Source: an optimization exercise on an open RTL-to-GDS flow (aim: small area, a short achievable clock period and few clock cycles per item). Production flows keep margins and buffers that such runs may drop. At most, simulation tests tie the RTL to the original design; equivalence was not proved. The RTL of run 2 was laid out without a check of its function.

## flow/design.v (module list and top-level ports; edited modules follow where they fit)
// module idc_controller: 32 lines
// module idc_datapath: 1676 lines
// module idc_fa: 10 lines
// module idc_gp: 8 lines
// module inclusive_day_count_between_dates: 48 lines
module inclusive_day_count_between_dates #(
	parameter int unsigned MAX_YEAR = 9999
) (
	input  logic        clk,
	input  logic        arst_n,
	input  logic        dates_valid,
	output logic        dates_ready,
	input  logic [4:0]  dates_start_day,
	input  logic [3:0]  dates_start_month,
	input  logic [13:0] dates_start_year,
	input  logic [4:0]  dates_end_day,
	input  logic [3:0]  dates_end_month,
	input  logic [13:0] dates_end_year,
	output logic        result_valid,
	input  logic        result_ready,
	output logic [21:0] result_day_count,
	output logic        result_order_error
);
  // ...
==> flow/flow/run.sh <==
#!/bin/bash
# The standard layout (the standard.sh, unchanged synthesis), with the
# port buffers made from the smallest buffer cell instead of the default
# choice (the resizer still upsizes them where timing needs it), and the
# resizer's setup target 5.15 ns below the clock period instead of 5. ORFS writes
# each step's full log under orfs/logs; make's own output goes to
# standard.log.
set -uo pipefail
bash standard.sh "BUFFER_PORTS_ARGS=-buffer_cell sky130_fd_sc_hd__buf_1" SETUP_SLACK_MARGIN=5.15 finish > standard.log 2>&1
==> flow/standard.sh <==
#!/bin/bash
# synth_recipe.tcl (not shown) runs the flow's synth.tcl, then flattens the netlist and writes it again
# the make line also repeats each setting of config.mk as NAME=value (left out here)
make -C /OpenROAD-flow-scripts/flow DESIGN_CONFIG=/design/flow/config.mk WORK_HOME=/design/flow/orfs CLKGATE_MAP_FILE= SYNTH_SCRIPT=/design/flow/synth_recipe.tcl "${@:-finish}"
==> flow/config.mk <==
export PLATFORM = sky130hd
export DESIGN_NAME = inclusive_day_count_between_dates
export DESIGN_NICKNAME = inclusive_day_count_between_dates
export VERILOG_FILES = /design/flow/design.v
export SDC_FILE = /design/flow/constraint.sdc
export NUM_CORES = 4
export LEC_CHECK = 0
export CAP_MARGIN = 20
export CORE_MARGIN = 2
export CORE_UTILIZATION = 40
export CTS_BUF_LIST = sky130_fd_sc_hd__clkbuf_8
export SETUP_SLACK_MARGIN = 5
export SLEW_MARGIN = 20
export SYNTH_HIERARCHICAL = 1
==> flow/constraint.sdc <==
create_clock -name core_clock -period 10.0 [get_ports {clk}]
set_input_delay 2.0000 -clock core_clock [delete_from_list [all_inputs] [get_ports {clk}]]
set_output_delay 2.0000 -clock core_clock [all_outputs]
set_load 0.01 [all_outputs]
==> results.json, run 1 <==
{
  "status": "timing/DRC/antenna clean",
  "clkbuf_count": 9,
  "n_all_buffers": 93,
  "cts_setup_buffers": 2,
  "core_sq_um": 22600,
  "clk_path_buf_depth": 2,
  "crit_path_start": "u_dp.db_q[0]$_DFFE_PP_",
  "largest_cell_class": "multi-input combinational cells",
  "r2r_cells": 16,
  "crit_path_top_delay_cell": "edfxtp_1",
  "grt_overflow": 0,
  "path_buf_inv": 0,
  "layout_min_cycle_time_ns": 4.72,
  "fill_cells": 2115,
  "place_congestion": 0.833,
  "finalMaxSlewViolations": 0,
  "multi_input_gates": 676,
  "antenna_found_initial": 0,
  "cts.clk_slew.worst_paths_ns": 0.07,
  "synthesis.area_sq_um": 9220,
  "syn_area_per_cell_sq_um": 11.3,
  "seq_cell_count": 67,
  "cts_sinks": 67,
  "wl_met3_um": 589,
  "fmax_mhz": 212,
  "top_register": "u_dp.r_q",
  "clock-root-buffer": "clkbuf_8",
  "setup_tns_ns": 0,
  "path_cells": "nand2b_4, nand2_1, o21ai_2, fa_1, fa_1, fa_1, fa_1, ha_4, a21o_1, a21o_1, a21o_1, a21o_1, a21o_1, a21o_1, xnor2_1, xnor2_1",
  "grt_busiest_layer": "met2"
}
Testbench counts, summed over its fixed seeds: cycles 3,216, items 3,200.
==> run 2, diff against run 1 <==
--- a/flow/design.v
+++ b/flow/design.v
@@ -1443,16 +1443,38 @@
 	logic t_357;
 	logic t_358;
 	logic t_359;
 	logic t_360;
 	logic t_361;
 	logic t_362;
 	logic t_363;
 	logic t_364;
+	logic t_365;
+	logic t_366;
+	logic t_367;
+	logic t_368;
+	logic t_369;
+	logic t_370;
+	logic t_371;
+	logic t_372;
+	logic t_373;
+	logic t_374;
+	logic t_375;
+	logic t_376;
+	logic t_377;
+	logic t_378;
+	logic t_379;
+	logic t_380;
+	logic t_381;
+	logic t_382;
+	logic t_383;
+	logic t_384;
+	logic t_385;
+	logic t_386;
 	idc_fa u_t_1 (.a(da_q[0]), .b(sc_q[2]), .c(sc_q[0]), .s(t_1), .co(t_2));
 	assign t_3 = ecn_q[2] ^ ecn_q[0];
 	assign t_4 = ecn_q[2] & ecn_q[0];
 	idc_fa u_t_5 (.a(da_q[1]), .b(sc_q[2]), .c(sc_q[3]), .s(t_5), .co(t_6));
 	idc_fa u_t_7 (.a(sc_q[1]), .b(ecn_q[2]), .c(ecn_q[3]), .s(t_7), .co(t_8));
 	assign t_9 = ecn_q[1] ^ v_q[1];
 	assign t_10 = ecn_q[1] & v_q[1];
 	idc_fa u_t_11 (.a(da_q[2]), .b(da_q[0]), .c(sc_q[3]), .s(t_11), .co(t_12));
@@ -1635,94 +1657,116 @@
 	idc_gp u_t_282 (.gh(t_253), .ph(t_252), .gl(t_251), .g(t_282));
 	assign t_283 = t_252 & t_250;
 	idc_gp u_t_284 (.gh(t_257), .ph(t_256), .gl(t_255), .g(t_284));
 	assign t_285 = t_256 & t_254;
 	idc_gp u_t_286 (.gh(t_261), .ph(t_260), .gl(t_259), .g(t_286));
 	assign t_287 = t_260 & t_258;
 	idc_gp u_t_288 (.gh(t_265), .ph(t_264), .gl(t_263), .g(t_288));
 	assign t_289 = t_264 & t_262;
-	idc_gp u_t_290 (.gh(t_270), .ph(t_271), .gl(t_268), .g(t_290));
-	assign t_291 = t_271 & t_269;
-	idc_gp u_t_292 (.gh(t_274), .ph(t_275), .gl(t_272), .g(t_292));
-	assign t_293 = t_275 & t_273;
-	idc_gp u_t_294 (.gh(t_278), .ph(t_279), .gl(t_276), .g(t_294));
-	assign t_295 = t_279 & t_277;
-	idc_gp u_t_296 (.gh(t_282), .ph(t_283), .gl(t_280), .g(t_296));
-	assign t_297 = t_283 & t_281;
-	idc_gp u_t_298 (.gh(t_286), .ph(t_287), .gl(t_284), .g(t_298));
-	assign t_299 = t_287 & t_285;
-	idc_gp u_t_300 (.gh(t_292), .ph(t_293), .gl(t_290), .g(t_300));
-	assign t_301 = t_293 & t_291;
-	idc_gp u_t_302 (.gh(t_296), .ph(t_297), .gl(t_294), .g(t_302));
-	assign t_303 = t_297 & t_295;
-	idc_gp u_t_304 (.gh(t_302), .ph(t_303), .gl(t_300), .g(t_304));
-	assign t_305 = t_303 & t_301;
-	idc_gp u_t_306 (.gh(t_294), .ph(t_295), .gl(t_300), .g(t_306));
-	assign t_307 = t_295 & t_301;
-	idc_gp u_t_308 (.gh(t_298), .ph(t_299), .gl(t_304), .g(t_308));
-	assign t_309 = t_299 & t_305;
-	idc_gp u_t_310 (.gh(t_272), .ph(t_273), .gl(t_290), .g(t_310));
-	assign t_311 = t_273 & t_291;
-	idc_gp u_t_312 (.gh(t_276), .ph(t_277), .gl(t_300), .g(t_312));
-	assign t_313 = t_277 & t_301;
-	idc_gp u_t_314 (.gh(t_280), .ph(t_281), .gl(t_306), .g(t_314));
-	assign t_315 = t_281 & t_307;
-	idc_gp u_t_316 (.gh(t_284), .ph(t_285), .gl(t_304), .g(t_316));
-	assign t_317 = t_285 & t_305;
-	idc_gp u_t_318 (.gh(t_288), .ph(t_289), .gl(t_308), .g(t_318));
-	assign t_319 = t_289 & t_309;
-	idc_gp u_t_320 (.gh(t_227), .ph(t_226), .gl(t_268), .g(t_320));
-	assign t_321 = t_226 & t_269;
-	idc_gp u_t_322 (.gh(t_231), .ph(t_230), .gl(t_290), .g(t_322));
-	assign t_323 = t_230 & t_291;
-	idc_gp u_t_324 (.gh(t_235), .ph(t_234), .gl(t_310), .g(t_324));
-	assign t_325 = t_234 & t_311;
-	idc_gp u_t_326 (.gh(t_239), .ph(t_238), .gl(t_300), .g(t_326));
-	assign t_327 = t_238 & t_301;
-	idc_gp u_t_328 (.gh(t_243), .ph(t_242), .gl(t_312), .g(t_328));
-	assign t_329 = t_242 & t_313;
-	idc_gp u_t_330 (.gh(t_247), .ph(t_246), .gl(t_306), .g(t_330));
-	assign t_331 = t_246 & t_307;
-	idc_gp u_t_332 (.gh(t_251), .ph(t_250), .gl(t_314), .g(t_332));
-	assign t_333 = t_250 & t_315;
-	idc_gp u_t_334 (.gh(t_255), .ph(t_254), .gl(t_304), .g(t_334));
-	assign t_335 = t_254 & t_305;
-	idc_gp u_t_336 (.gh(t_259), .ph(t_258), .gl(t_316), .g(t_336));
-	assign t_337 = t_258 & t_317;
-	idc_gp u_t_338 (.gh(t_263), .ph(t_262), .gl(t_308), .g(t_338));
-	assign t_339 = t_262 & t_309;
-	idc_gp u_t_340 (.gh(t_267), .ph(t_266), .gl(t_318), .g(t_340));
-	assign t_341 = t_266 & t_319;
-	assign t_342 = t_222;
-	assign t_343 = t_224 ^ t_223;
-	assign t_344 = t_226 ^ t_268;
-	assign t_345 = t_228 ^ t_320;
-	assign t_346 = t_230 ^ t_290;
-	assign t_347 = t_232 ^ t_322;
-	assign t_348 = t_234 ^ t_310;
-	assign t_349 = t_236 ^ t_324;
-	assign t_350 = t_238 ^ t_300;
-	assign t_351 = t_240 ^ t_326;
-	assign t_352 = t_242 ^ t_312;
-	assign t_353 = t_244 ^ t_328;
-	assign t_354 = t_246 ^ t_306;
-	assign t_355 = t_248 ^ t_330;
-	assign t_356 = t_250 ^ t_314;
-	assign t_357 = t_252 ^ t_332;
-	assign t_358 = t_254 ^ t_304;
-	assign t_359 = t_256 ^ t_334;
-	assign t_360 = t_258 ^ t_316;
-	assign t_361 = t_260 ^ t_336;
-	assign t_362 = t_262 ^ t_308;
-	assign t_363 = t_264 ^ t_338;
-	assign t_364 = t_266 ^ t_318;
+	idc_gp u_t_290 (.gh(t_227), .ph(t_226), .gl(t_268), .g(t_290));
+	assign t_291 = t_226 & t_269;
+	idc_gp u_t_292 (.gh(t_270), .ph(t_271), .gl(t_268), .g(t_292));
+	assign t_293 = t_271 & t_269;
+	idc_gp u_t_294 (.gh(t_235), .ph(t_234), .gl(t_272), .g(t_294));
+	assign t_295 = t_234 & t_273;
+	idc_gp u_t_296 (.gh(t_274), .ph(t_275), .gl(t_272), .g(t_296));
+	assign t_297 = t_275 & t_273;
+	idc_gp u_t_298 (.gh(t_243), .ph(t_242), .gl(t_276), .g(t_298));
+	assign t_299 = t_242 & t_277;
+	idc_gp u_t_300 (.gh(t_278), .ph(t_279), .gl(t_276), .g(t_300));
+	assign t_301 = t_279 & t_277;
+	idc_gp u_t_302 (.gh(t_251), .ph(t_250), .gl(t_280), .g(t_302));
+	assign t_303 = t_250 & t_281;
+	idc_gp u_t_304 (.gh(t_282), .ph(t_283), .gl(t_280), .g(t_304));
+	assign t_305 = t_283 & t_281;
+	idc_gp u_t_306 (.gh(t_259), .ph(t_258), .gl(t_284), .g(t_306));
+	assign t_307 = t_258 & t_285;
+	idc_gp u_t_308 (.gh(t_286), .ph(t_287), .gl(t_284), .g(t_308));
+	assign t_309 = t_287 & t_285;
+	idc_gp u_t_310 (.gh(t_267), .ph(t_266), .gl(t_288), .g(t_310));
+	assign t_311 = t_266 & t_289;
+	idc_gp u_t_312 (.gh(t_231), .ph(t_230), .gl(t_292), .g(t_312));
+	assign t_313 = t_230 & t_293;
+	idc_gp u_t_314 (.gh(t_272), .ph(t_273), .gl(t_292), .g(t_314));
+	assign t_315 = t_273 & t_293;
+	idc_gp u_t_316 (.gh(t_294), .ph(t_295), .gl(t_292), .g(t_316));
+	assign t_317 = t_295 & t_293;
+	idc_gp u_t_318 (.gh(t_296), .ph(t_297), .gl(t_292), .g(t_318));
+	assign t_319 = t_297 & t_293;
+	idc_gp u_t_320 (.gh(t_247), .ph(t_246), .gl(t_300), .g(t_320));
+	assign t_321 = t_246 & t_301;
+	idc_gp u_t_322 (.gh(t_280), .ph(t_281), .gl(t_300), .g(t_322));
+	assign t_323 = t_281 & t_301;
+	idc_gp u_t_324 (.gh(t_302), .ph(t_303), .gl(t_300), .g(t_324));
+	assign t_325 = t_303 & t_301;
+	idc_gp u_t_326 (.gh(t_304), .ph(t_305), .gl(t_300), .g(t_326));
+	assign t_327 = t_305 & t_301;
+	idc_gp u_t_328 (.gh(t_263), .ph(t_262), .gl(t_308), .g(t_328));
+	assign t_329 = t_262 & t_309;
+	idc_gp u_t_330 (.gh(t_288), .ph(t_289), .gl(t_308), .g(t_330));
+	assign t_331 = t_289 & t_309;
+	idc_gp u_t_332 (.gh(t_310), .ph(t_311), .gl(t_308), .g(t_332));
+	assign t_333 = t_311 & t_309;
+	idc_gp u_t_334 (.gh(t_239), .ph(t_238), .gl(t_318), .g(t_334));
+	assign t_335 = t_238 & t_319;
+	idc_gp u_t_336 (.gh(t_276), .ph(t_277), .gl(t_318), .g(t_336));
+	assign t_337 = t_277 & t_319;
+	idc_gp u_t_338 (.gh(t_298), .ph(t_299), .gl(t_318), .g(t_338));
+	assign t_339 = t_299 & t_319;
+	idc_gp u_t_340 (.gh(t_300), .ph(t_301), .gl(t_318), .g(t_340));
+	assign t_341 = t_301 & t_319;
+	idc_gp u_t_342 (.gh(t_320), .ph(t_321), .gl(t_318), .g(t_342));
+	assign t_343 = t_321 & t_319;
+	idc_gp u_t_344 (.gh(t_322), .ph(t_323), .gl(t_318), .g(t_344));
+	assign t_345 = t_323 & t_319;
+	idc_gp u_t_346 (.gh(t_324), .ph(t_325), .gl(t_318), .g(t_346));
+	assign t_347 = t_325 & t_319;
+	idc_gp u_t_348 (.gh(t_326), .ph(t_327), .gl(t_318), .g(t_348));
+	assign t_349 = t_327 & t_319;
+	idc_gp u_t_350 (.gh(t_255), .ph(t_254), .gl(t_348), .g(t_350));
+	assign t_351 = t_254 & t_349;
+	idc_gp u_t_352 (.gh(t_284), .ph(t_285), .gl(t_348), .g(t_352));
+	assign t_353 = t_285 & t_349;
+	idc_gp u_t_354 (.gh(t_306), .ph(t_307), .gl(t_348), .g(t_354));
+	assign t_355 = t_307 & t_349;
+	idc_gp u_t_356 (.gh(t_308), .ph(t_309), .gl(t_348), .g(t_356));
+	assign t_357 = t_309 & t_349;
+	idc_gp u_t_358 (.gh(t_328), .ph(t_329), .gl(t_348), .g(t_358));
+	assign t_359 = t_329 & t_349;
+	idc_gp u_t_360 (.gh(t_330), .ph(t_331), .gl(t_348), .g(t_360));
+	assign t_361 = t_331 & t_349;
+	idc_gp u_t_362 (.gh(t_332), .ph(t_333), .gl(t_348), .g(t_362));
+	assign t_363 = t_333 & t_349;
+	assign t_364 = t_222;
+	assign t_365 = t_224 ^ t_223;
+	assign t_366 = t_226 ^ t_268;
+	assign t_367 = t_228 ^ t_290;
+	assign t_368 = t_230 ^ t_292;
+	assign t_369 = t_232 ^ t_312;
+	assign t_370 = t_234 ^ t_314;
+	assign t_371 = t_236 ^ t_316;
+	assign t_372 = t_238 ^ t_318;
+	assign t_373 = t_240 ^ t_334;
+	assign t_374 = t_242 ^ t_336;
+	assign t_375 = t_244 ^ t_338;
+	assign t_376 = t_246 ^ t_340;
+	assign t_377 = t_248 ^ t_342;
+	assign t_378 = t_250 ^ t_344;
+	assign t_379 = t_252 ^ t_346;
+	assign t_380 = t_254 ^ t_348;
+	assign t_381 = t_256 ^ t_350;
+	assign t_382 = t_258 ^ t_352;
+	assign t_383 = t_260 ^ t_354;
+	assign t_384 = t_262 ^ t_356;
+	assign t_385 = t_264 ^ t_358;
+	assign t_386 = t_266 ^ t_360;
 	logic [22:0] r_d;
 	logic [22:0] r_q;
-	assign r_d = {t_364, t_363, t_362, t_361, t_360, t_359, t_358, t_357, t_356, t_355, t_354, t_353, t_352, t_351, t_350, t_349, t_348, t_347, t_346, t_345, t_344, t_343, t_342};
+	assign r_d = {t_386, t_385, t_384, t_383, t_382, t_381, t_380, t_379, t_378, t_377, t_376, t_375, t_374, t_373, t_372, t_371, t_370, t_369, t_368, t_367, t_366, t_365, t_364};
 	always_ff @(posedge clk) begin
 		if (en2) begin
 			r_q <= r_d;
 		end
 	end
 	assign day_count   = r_q[22] ? 22'd0 : r_q[21:0];
 	assign order_error = r_q[22] || (r_q == 23'd0);
 endmodule
==> run 2 against run 1 <==
Via count up 2.7%. Wire length grew 3.9%. First-iteration DRC count decreased by 13%. Area after synthesis up 1.2%. Global-route usage increased by 0.36 points. Highest routed layer unchanged. Synthesized cell count increased by 2.2%. Critical path type is now in -> reg. Sequential share of layout area decreased by 0.22 points. Still clean on timing, DRC and antenna. Worst hold slack worse by 0.00088 ns. Critical endpoint is now u_dp.sl_q$_DFFE_PP_.
==> results.json, run 2 <==
{
  "grt_overflow": 0,
  "clock_skew_ns": 0.0159,
  "wl_met2_um": 9060,
  "required_ns": 10.09,
  "hpwl_um": 16500,
  "cts_made_buffers": 9,
  "num_rows": 55,
  "max_cap_viol_count": 0,
  "final_cell_mix": "a21o_1, fa_1, ha_1",
  "nets": 1203,
  "place_congestion": 0.831,
  "final_common_cell": "a21o_1",
  "grt_pass1_vias": 6098,
  "io_pins": 75,
  "io_buffers": 74,
  "grt_use_total_pct": 16.4,
  "drt_wl_total_um": 19600,
  "hp-class": "reg -> reg",
  "reg_top3": "u_dp.r_q: 23 flops, u_dp.da_q: 13 flops, u_dp.v_q: 10 flops",
  "syn_nets": 1124,
  "rsz0062_at_grt": "true",
  "yosys_warnings": 8,
  "vias": 6149,
  "worstMarginPinSlew_ns": 1.02,
  "routed_via_density": 5.00,
  "end_kind": "flip-flop",
  "wl_per_cell_um": 16.0,
  "wl_met1_um": 9800,
  "die_w_um": 157,
  "routed.top_layer": "met4",
  "diodes": 0,
  "grt_pass1_wl_um": 31500,
  "die_h_um": 157,
  "drt_iter0_drc": 218,
  "synthesis.area_sq_um": 9330,
  "timing.final.crit_share_pct": 48.0,
  "start_util_pct": 41.0,
  "antenna_found_initial": 0,
  "fmax_mhz": 208,
  "drc": 0,
  "layout_min_cycle_time_ns": 4.80,
  "finalMaxSlewViolations": 0,
  "design.die.area_sq_um": 24600,
  "cts.clk_slew.worst_paths_ns": 0.09,
  "drtPass1Iterations": 4,
  "critPathArrivalTime_ns": 4.89,
  "cts_tree": "built",
  "clkLatencyLatePin_ns": 0.35,
  "largest_reg_flops": 23,
  "status": "timing/DRC/antenna clean",
  "top_register": "u_dp.r_q",
  "syn_area_per_cell_sq_um": 11.2,
  "drive_gt1_share_pct": 7.42,
  "area_growth_syn_to_layout_pct": 10.9,
  "worst-path-max-fanout": 6,
  "setup_tns_ns": 0,
  "finalSetupViolCount": 0,
  "clock-root-buffer": "clkbuf_8",
  "slew_headroom_pct": 31.9,
  "hold_viol": 0,
  "cts_sinks": 67,
  "postSynthCellCount": 832,
  "core_sq_um": 22800,
  "h-tree-depth": 3,
  "criticalPathCategory": "in -> reg",
  "clk_path_buf_depth": 2,
  "grt_max_degree": 43,
  "wl_met3_um": 657,
  "drtAntennaViolNets": 0,
  "startpoint_type": "input pin"
}
==> run 2: routing by layer <==
layer	vias up	track usage [%]
met5	-	0
met4	0	3.28
met3	7	1.44
met2	97	25.9
met1	3008	24.6
li1	3037	-
==> run 2: area by class of cell <==
type | count | area, sq um
fill | 2162 | 12400
inverter | 55 | 206
multi-input combinational | 693 | 7160
timing repair buffer | 85 | 384
tap | 313 | 392
sequential | 67 | 2000
clock buffer | 9 | 124
clock inverter | 7 | 82.6
==> run 2: repair_timing <==
item	CTS	global route
buffers inserted	2	9
gates cloned	0	0
pin swaps	0	9
hold buffers	0	0
setup endpoints to repair	4	12
gates resized for setup	4	30
==> run 2: worst paths after layout <==
path	startpoint	to	slack, ns	cells past startpoint
min in group asynchronous	arst_n	u_ctrl.v1_q$_DFFE_PN0P_	1.42	1
max in group asynchronous	arst_n	u_ctrl.v2_q$_DFFE_PN0P_	8.45	1
setup / recovery	dates_start_year[8]	u_dp.sl_q$_DFFE_PP_	5.20	12
hold reg to reg	u_ctrl.v1_q$_DFFE_PN0P_	u_ctrl.v2_q$_DFFE_PN0P_	0.54	1
setup reg to reg	u_dp.da_q[4]$_DFFE_PP_	u_dp.r_q[22]$_DFFE_PP_	5.31	12
hold / removal	u_ctrl.v1_q$_DFFE_PN0P_	u_ctrl.v2_q$_DFFE_PN0P_	0.54	1
==> run 2: critical path, cell delays in order <==
cell      delay [ns]
clkbuf_4        0.15
fa_1            0.57
fa_1            0.46
ha_4            0.28
and2_1          0.17
a21o_1          0.20
a21o_4          0.21
a21o_1          0.21
xnor2_2         0.15
nor2b_2         0.17
nor4_2          0.25
nor3_1          0.08
==> run 2: stage by stage <==
stage | hold slack, ns | utilization (%) | setup WS, ns | std cells | instance area (sq um)
floorplan | 0.472 | - | 5.15 | 832 | 9360
global placement | 0.524 | 43.7 | 4.75 | 1202 | 9950
detailed placement | 0.530 | 43.7 | 4.70 | 1202 | 9950
CTS | 0.547 | 44.7 | 5.11 | 1220 | 10200
global route | 0.590 | 45.4 | 5.10 | 1229 | 10300
finish | 0.542 | 45.4 | 5.20 | 1229 | 10300

==> what the ideal ports hide <==
The flow's constraints put no driver on any port. The routed layouts listed below were extracted and timed again, unchanged, in two steps. Step 1, drivers: a clkbuf_16 drives clk and a buf_2 each remaining input, both assumed. Step 2 adds t to the input delays and takes it off the output delays; t is the mean of the earliest and latest rising clock arrival at the registers after step 1. Input paths then give back, and output paths get back, about the clock's delay inside the block. Slacks: ideal / step 1 / step 2; pairs: ideal / step 1.
run	t, ns	setup slack, ns	worst setup path after step 2	clock arrival spread, ns	pins driven straight from the clock port
run 1	0.369	5.280 / 5.280 / 4.946	input to register	0.011 / 0.012	1
run 2	0.375	5.197 / 5.198 / 4.823	input to register	0.016 / 0.016	1
After both steps setup and hold are still met in every run listed. The setup slack of run 2, which loses most, moves by +0.001 ns with the drivers and by -0.374 ns with both steps.
